Source: an optimization exercise on an open RTL-to-GDS flow (aim: small area). Production flows keep margins and buffers that such runs may drop. Only simulation tests tie the RTL to the original design; equivalence was not proved. No activity file was given, so power comes from the tool's default toggle rates.

Setup of the baseline:
## fabric_bitstream_loader
module fabric_bitstream_loader #(
    parameter int          NUM_ROWS       = 16,
    parameter int          NUM_COLUMNS    = 16,
    parameter int          FRAMES_PER_COL = 20,
    parameter logic [31:0] SYNC_WORD      = 32'hFAB0_FAB1
) (
    input  logic                                clk_i,
    input  logic                                rst_ni,
    input  logic [31:0]                         bitstream_data_i,
    input  logic                                bitstream_valid_i,
    output logic [NUM_ROWS*32-1:0]              frame_data_o,
    output logic [NUM_COLUMNS*FRAMES_PER_COL-1:0] frame_strobe_o,
    output logic                                config_busy_o,
    output logic                                config_done_o,
    output logic                                error_o
);
    localparam int FW = NUM_ROWS * 32;
    localparam int NS = NUM_COLUMNS * FRAMES_PER_COL;
    localparam int RW = (NUM_ROWS > 1) ? $clog2(NUM_ROWS) : 1;
    localparam int CW = (NUM_COLUMNS > 1) ? $clog2(NUM_COLUMNS) : 1;
    localparam int BW = (NUM_ROWS > 1) ? FW - 32 : 32;
    localparam logic [3:0] OP_WRITE  = 4'h1;
  ...
For scale: roughly 2,400 cells after synthesis, about 1,000 flip-flops, ~870 I/O pins.
==> module fabric_bitstream_loader, before the edit <==
module fabric_bitstream_loader #(
    parameter int          NUM_ROWS       = 16,
    parameter int          NUM_COLUMNS    = 16,
    parameter int          FRAMES_PER_COL = 20,
    parameter logic [31:0] SYNC_WORD      = 32'hFAB0_FAB1
) (
    input  logic                                clk_i,
    input  logic                                rst_ni,
    input  logic [31:0]                         bitstream_data_i,
    input  logic                                bitstream_valid_i,
    output logic [NUM_ROWS*32-1:0]              frame_data_o,
    output logic [NUM_COLUMNS*FRAMES_PER_COL-1:0] frame_strobe_o,
    output logic                                config_busy_o,
    output logic                                config_done_o,
    output logic                                error_o
);
    localparam int FW = NUM_ROWS * 32;
    localparam int NS = NUM_COLUMNS * FRAMES_PER_COL;
    localparam int RW = (NUM_ROWS > 1) ? $clog2(NUM_ROWS) : 1;
    localparam int CW = (NUM_COLUMNS > 1) ? $clog2(NUM_COLUMNS) : 1;
    localparam int BW = (NUM_ROWS > 1) ? FW - 32 : 32;
    localparam logic [3:0] OP_WRITE  = 4'h1;
    localparam logic [3:0] OP_DESYNC = 4'hD;
    typedef enum logic [1:0] {S_IDLE, S_HEADER, S_DATA, S_CHECK} state_t;
    logic [31:0] sum_q;
    state_t          state_q, state_d;
    logic [RW-1:0]   row_q;
    logic [BW-1:0]   buf_nq;     
    logic [FW-1:0]   frame_nq;   
    logic            fvn_q;      
    logic [CW-1:0]   col_nq;     
    logic [4:0]      frm_nq;     
    logic            ok_q;
    logic            hcap_q;
    logic [31:0]     hdr_w;
    logic            hdr_in_range;
    logic            pend_q, pend_d;
    logic            sflag_q;
    logic            done_q, done_d;
    logic            err_q, err_d;
    logic [FW-1:0]   shift_w;
    logic            in_range;
    logic            hdr_wr, dat_wr, last_wr, sync_wr;
    logic            sum_eq;
    if (NUM_ROWS > 1) begin : g_shift
        assign shift_w = {buf_nq[FW-33:0], ~bitstream_data_i};
    end else begin : g_single
        assign shift_w = ~bitstream_data_i;
    end
    assign in_range = ({24'd0, bitstream_data_i[23:16]} < 32'(NUM_COLUMNS)) &&
                      ({27'd0, bitstream_data_i[4:0]}   < 32'(FRAMES_PER_COL));
    assign sync_wr = bitstream_valid_i && (state_q == S_IDLE) && (bitstream_data_i == SYNC_WORD);
    assign hdr_wr  = bitstream_valid_i && (state_q == S_HEADER) && (bitstream_data_i[31:28] == OP_WRITE);
    assign dat_wr  = bitstream_valid_i && (state_q == S_DATA);
    assign last_wr = dat_wr && (row_q == RW'(NUM_ROWS - 1));
    always_comb begin
        state_d  = state_q;
        pend_d   = 1'b0;
        done_d   = 1'b0;
        err_d    = err_q;
        if (bitstream_valid_i) begin
            case (state_q)
                S_IDLE: begin
                    if (bitstream_data_i == SYNC_WORD) begin
                        state_d = S_HEADER;
                        err_d   = 1'b0;
                    end
                end
                S_HEADER: begin
                    case (bitstream_data_i[31:28])
                        OP_WRITE: begin
                            state_d = S_DATA;
                            if (!in_range) err_d = 1'b1;
                        end
                        OP_DESYNC: begin
                            state_d = S_CHECK;
                        end
                        default: begin
                            state_d = S_IDLE;
                            err_d   = 1'b1;
                        end
                    endcase
                end
                S_DATA: begin
                    if (row_q == RW'(NUM_ROWS - 1)) begin
                        pend_d  = ok_q;
                        state_d = S_HEADER;
                    end
                end
                S_CHECK: begin
                    state_d = S_IDLE;
                    if (sum_eq) done_d = 1'b1;
                    else                           err_d  = 1'b1;
                end
                default: state_d = S_IDLE;
            endcase
        end
    end
    always_ff @(posedge clk_i or negedge rst_ni) begin
        if (!rst_ni) begin
            state_q  <= S_IDLE;
            pend_q   <= 1'b0;
            sflag_q  <= 1'b0;
            done_q   <= 1'b0;
            err_q    <= 1'b0;
        end else begin
            state_q  <= state_d;
            pend_q   <= pend_d;
            sflag_q  <= pend_q;
            done_q   <= done_d;
            err_q    <= err_d;
        end
    end
    always_ff @(posedge clk_i or negedge rst_ni) begin
        if (!rst_ni)      fvn_q <= 1'b1;
        else if (last_wr) fvn_q <= 1'b0;
    end
    always_ff @(posedge clk_i) begin
        if (last_wr) frame_nq <= shift_w;
    end
    always_ff @(posedge clk_i) begin
        if (bitstream_valid_i) buf_nq <= shift_w[BW-1:0];
    end
    always_ff @(posedge clk_i) begin
        if (hdr_wr)      row_q <= '0;
        else if (dat_wr) row_q <= row_q + 1'b1;
    end
    assign hdr_w        = ~buf_nq[31:0];
    assign hdr_in_range = ({24'd0, hdr_w[23:16]} < 32'(NUM_COLUMNS)) &&
                          ({27'd0, hdr_w[4:0]}   < 32'(FRAMES_PER_COL));
    always_ff @(posedge clk_i) begin
        hcap_q <= hdr_wr;
    end
    always_ff @(posedge clk_i) begin
        if (hcap_q) begin
            col_nq <= buf_nq[16 +: CW];
            frm_nq <= buf_nq[4:0];
            ok_q   <= hdr_in_range;
        end
    end
    logic [31:0] sum_p, sum_g, sum_c, sum_n;
    assign sum_p = sum_q ^ bitstream_data_i;
    assign sum_g = sum_q & bitstream_data_i;
    for (genvar l = 0; l <= 5; l++) begin : g_pl
        logic [31:0] gg, pp;
        if (l == 0) begin : g_in
            assign gg = sum_g;
            assign pp = sum_p;
        end else begin : g_lvl
            for (genvar i = 0; i < 32; i++) begin : g_pi
                if ((i >> (l-1)) & 1) begin : g_op
                    localparam int J = ((i >> (l-1)) << (l-1)) - 1;
                    assign gg[i] = g_pl[l-1].gg[i] | (g_pl[l-1].pp[i] & g_pl[l-1].gg[J]);
                    assign pp[i] = g_pl[l-1].pp[i] & g_pl[l-1].pp[J];
                end else begin : g_pass
                    assign gg[i] = g_pl[l-1].gg[i];
                    assign pp[i] = g_pl[l-1].pp[i];
                end
            end
        end
    end
    assign sum_c = {g_pl[5].gg[30:0], 1'b0};
    assign sum_n  = sum_p ^ sum_c;
    assign sum_eq = ~|sum_p;
    always_ff @(posedge clk_i) begin
        if (sync_wr)     sum_q <= '0;
        else if (dat_wr) sum_q <= sum_n;
    end
    logic [NUM_COLUMNS-1:0]    col_hot;
    logic [FRAMES_PER_COL-1:0] frm_hot;
    always_comb begin
        for (int c = 0; c < NUM_COLUMNS; c++)
            col_hot[c] = sflag_q && (~col_nq == CW'(c));
        for (int f = 0; f < FRAMES_PER_COL; f++)
            frm_hot[f] = (~frm_nq == 5'(f));
    end
    always_comb begin
        for (int c = 0; c < NUM_COLUMNS; c++)
            for (int f = 0; f < FRAMES_PER_COL; f++)
                frame_strobe_o[c*FRAMES_PER_COL + f] = col_hot[c] & frm_hot[f];
    end
    assign frame_data_o   = ~(frame_nq | {FW{fvn_q}});
    assign config_busy_o  = (state_q != S_IDLE);
    assign config_done_o  = done_q;
    assign error_o        = err_q;
endmodule
==> flow/config.mk <==
export PLATFORM = sky130hd
export DESIGN_NAME = fabric_bitstream_loader
export DESIGN_NICKNAME = fabric_bitstream_loader
export VERILOG_FILES = /design/flow/design.v
export SDC_FILE = /design/flow/constraint.sdc
export NUM_CORES = 4
export LEC_CHECK = 0
export CAP_MARGIN = 20
export CORE_MARGIN = 2
export CORE_UTILIZATION = 60
export SLEW_MARGIN = 20
==> flow/constraint.sdc <==
create_clock -name core_clock -period 5.0 [get_ports {clk_i}]
set_input_delay 1.0000 -clock core_clock [delete_from_list [all_inputs] [get_ports {clk_i}]]
set_output_delay 1.0000 -clock core_clock [all_outputs]
set_load 0.01 [all_outputs]
standard.sh (not shown) runs the stock make flow with config.mk's settings and CLKGATE_MAP_FILE= SYNTH_SCRIPT=/design/flow/synth_recipe.tcl, a recipe that flattens the netlist after the stock synthesis.
==> flow/flow/run.sh <==
#!/bin/bash
# Standard ORFS layout (the standard.sh, standard synthesis unchanged) with
# smaller cells for port buffers and larger clock sink clusters.
set -euo pipefail
bash standard.sh \
  "BUFFER_PORTS_ARGS=-buffer_cell sky130_fd_sc_hd__buf_1" \
  "CTS_ARGS=-sink_clustering_enable -repair_clock_nets -dont_use_dummy_load -sink_clustering_size 20 -sink_clustering_max_diameter 60 -buf_list sky130_fd_sc_hd__clkbuf_8" \
  finish > make_finish.log 2>&1
The baseline closes out successfully: all stages finished, all timing, DRC and antenna checks passed.
Setup changes, the baseline to the candidate
-- flow/design.v --
<<< the baseline, line 29
    logic [FW-1:0]   frame_nq;   
    logic            fvn_q;      
    logic [CW-1:0]   col_nq;     
    logic [4:0]      frm_nq;     
    logic            ok_q;
    logic            hcap_q;
    logic [31:0]     hdr_w;
    logic            hdr_in_range;
    logic            pend_q, pend_d;
    logic            sflag_q;
>>> the candidate, line 29
    logic [FW-1:0]   frame_nq;   
    logic            fvn_q;      
    logic [CW-1:0]   col_q, scol_q;
    logic [4:0]      frm_q, sfrm_q;
    logic            ok_q;
    logic            pend_q, pend_d;
    logic            sflag_q;
<<< the baseline, line 123
    end
    always_ff @(posedge clk_i) begin
        if (hdr_wr)      row_q <= '0;
        else if (dat_wr) row_q <= row_q + 1'b1;
    end
    assign hdr_w        = ~buf_nq[31:0];
    assign hdr_in_range = ({24'd0, hdr_w[23:16]} < 32'(NUM_COLUMNS)) &&
                          ({27'd0, hdr_w[4:0]}   < 32'(FRAMES_PER_COL));
    always_ff @(posedge clk_i) begin
        hcap_q <= hdr_wr;
    end
    always_ff @(posedge clk_i) begin
        if (hcap_q) begin
            col_nq <= buf_nq[16 +: CW];
            frm_nq <= buf_nq[4:0];
            ok_q   <= hdr_in_range;
        end
    end
>>> the candidate, line 120
    end
    always_ff @(posedge clk_i) begin
        if (hdr_wr) begin
            col_q <= bitstream_data_i[16 +: CW];
            frm_q <= bitstream_data_i[4:0];
            ok_q  <= in_range;
            row_q <= '0;
        end else if (dat_wr) begin
            row_q <= row_q + 1'b1;
        end
    end
    always_ff @(posedge clk_i) begin
        if (pend_q) begin
            scol_q <= col_q;
            sfrm_q <= frm_q;
        end
    end
<<< the baseline, line 171
    always_comb begin
        for (int c = 0; c < NUM_COLUMNS; c++)
            col_hot[c] = sflag_q && (~col_nq == CW'(c));
        for (int f = 0; f < FRAMES_PER_COL; f++)
            frm_hot[f] = (~frm_nq == 5'(f));
    end
    always_comb begin
>>> the candidate, line 167
    always_comb begin
        for (int c = 0; c < NUM_COLUMNS; c++)
            col_hot[c] = sflag_q && (scol_q == CW'(c));
        for (int f = 0; f < FRAMES_PER_COL; f++)
            frm_hot[f] = (sfrm_q == 5'(f));
    end
    always_comb begin
### Flow results
A worst setup path endpoint of frame_strobe_o[9] is what the candidate shows, while frame_strobe_o[29] belongs to the baseline.
Proportion of power drawn by the clock network: the baseline and the candidate compared, higher one is the baseline
Delta (the candidate minus the baseline): share of the yosys chip area belonging to registers closely matched the old numbers, sequential share of cell area saw little to no change, detailed route wirelength on metal2 went up, maximum number of pins on one net before global-route repair picked up an extra 13.
The candidate vs the baseline, share of the core filled with cells in the final layout went up by 0.18 points.
The pre-CTS setup slack of the candidate falls short of that of the baseline by 0.039 ns.
Summary — final cell count, the candidate relative to the baseline: higher, by 45.
Clock-net power: the candidate < the baseline
The maximum fanout encountered on the critical timing path reported for the candidate is smaller than that of the baseline by 7.
Between the baseline and the candidate, worst path arrival time decreased.

==> port drivers added, routing unchanged <==
The results above use ideal ports. As a check the final layouts listed here were re-extracted and re-timed, cells and wires unchanged.
Step 1 (the two cells are an assumption about what drives the block):
set clk [get_ports {clk_i}]
set_driving_cell -lib_cell sky130_fd_sc_hd__clkbuf_16 $clk
set_driving_cell -lib_cell sky130_fd_sc_hd__buf_2 [delete_from_list [all_inputs] $clk]
Step 2 adds t to the input delays and takes it off the output delays; t is the mean of the earliest and latest rising clock arrival at the registers after step 1. Input paths then give back, and output paths get back, about the clock's delay inside the block.
a / b / c = ideal / step 1 / step 2; a / b = the first two.
run	t, ns	setup WS [ns]	latest minus earliest clock arrival (ns)	slew at the worst register clock pin (ns)
the baseline	0.684	0.681 / 0.618 / 1.302	0.094 / 0.094	0.12 / 0.12
the candidate	0.748	0.835 / 0.770 / 1.286	0.108 / 0.108	0.12 / 0.12
After both steps every run listed still meets setup and hold.
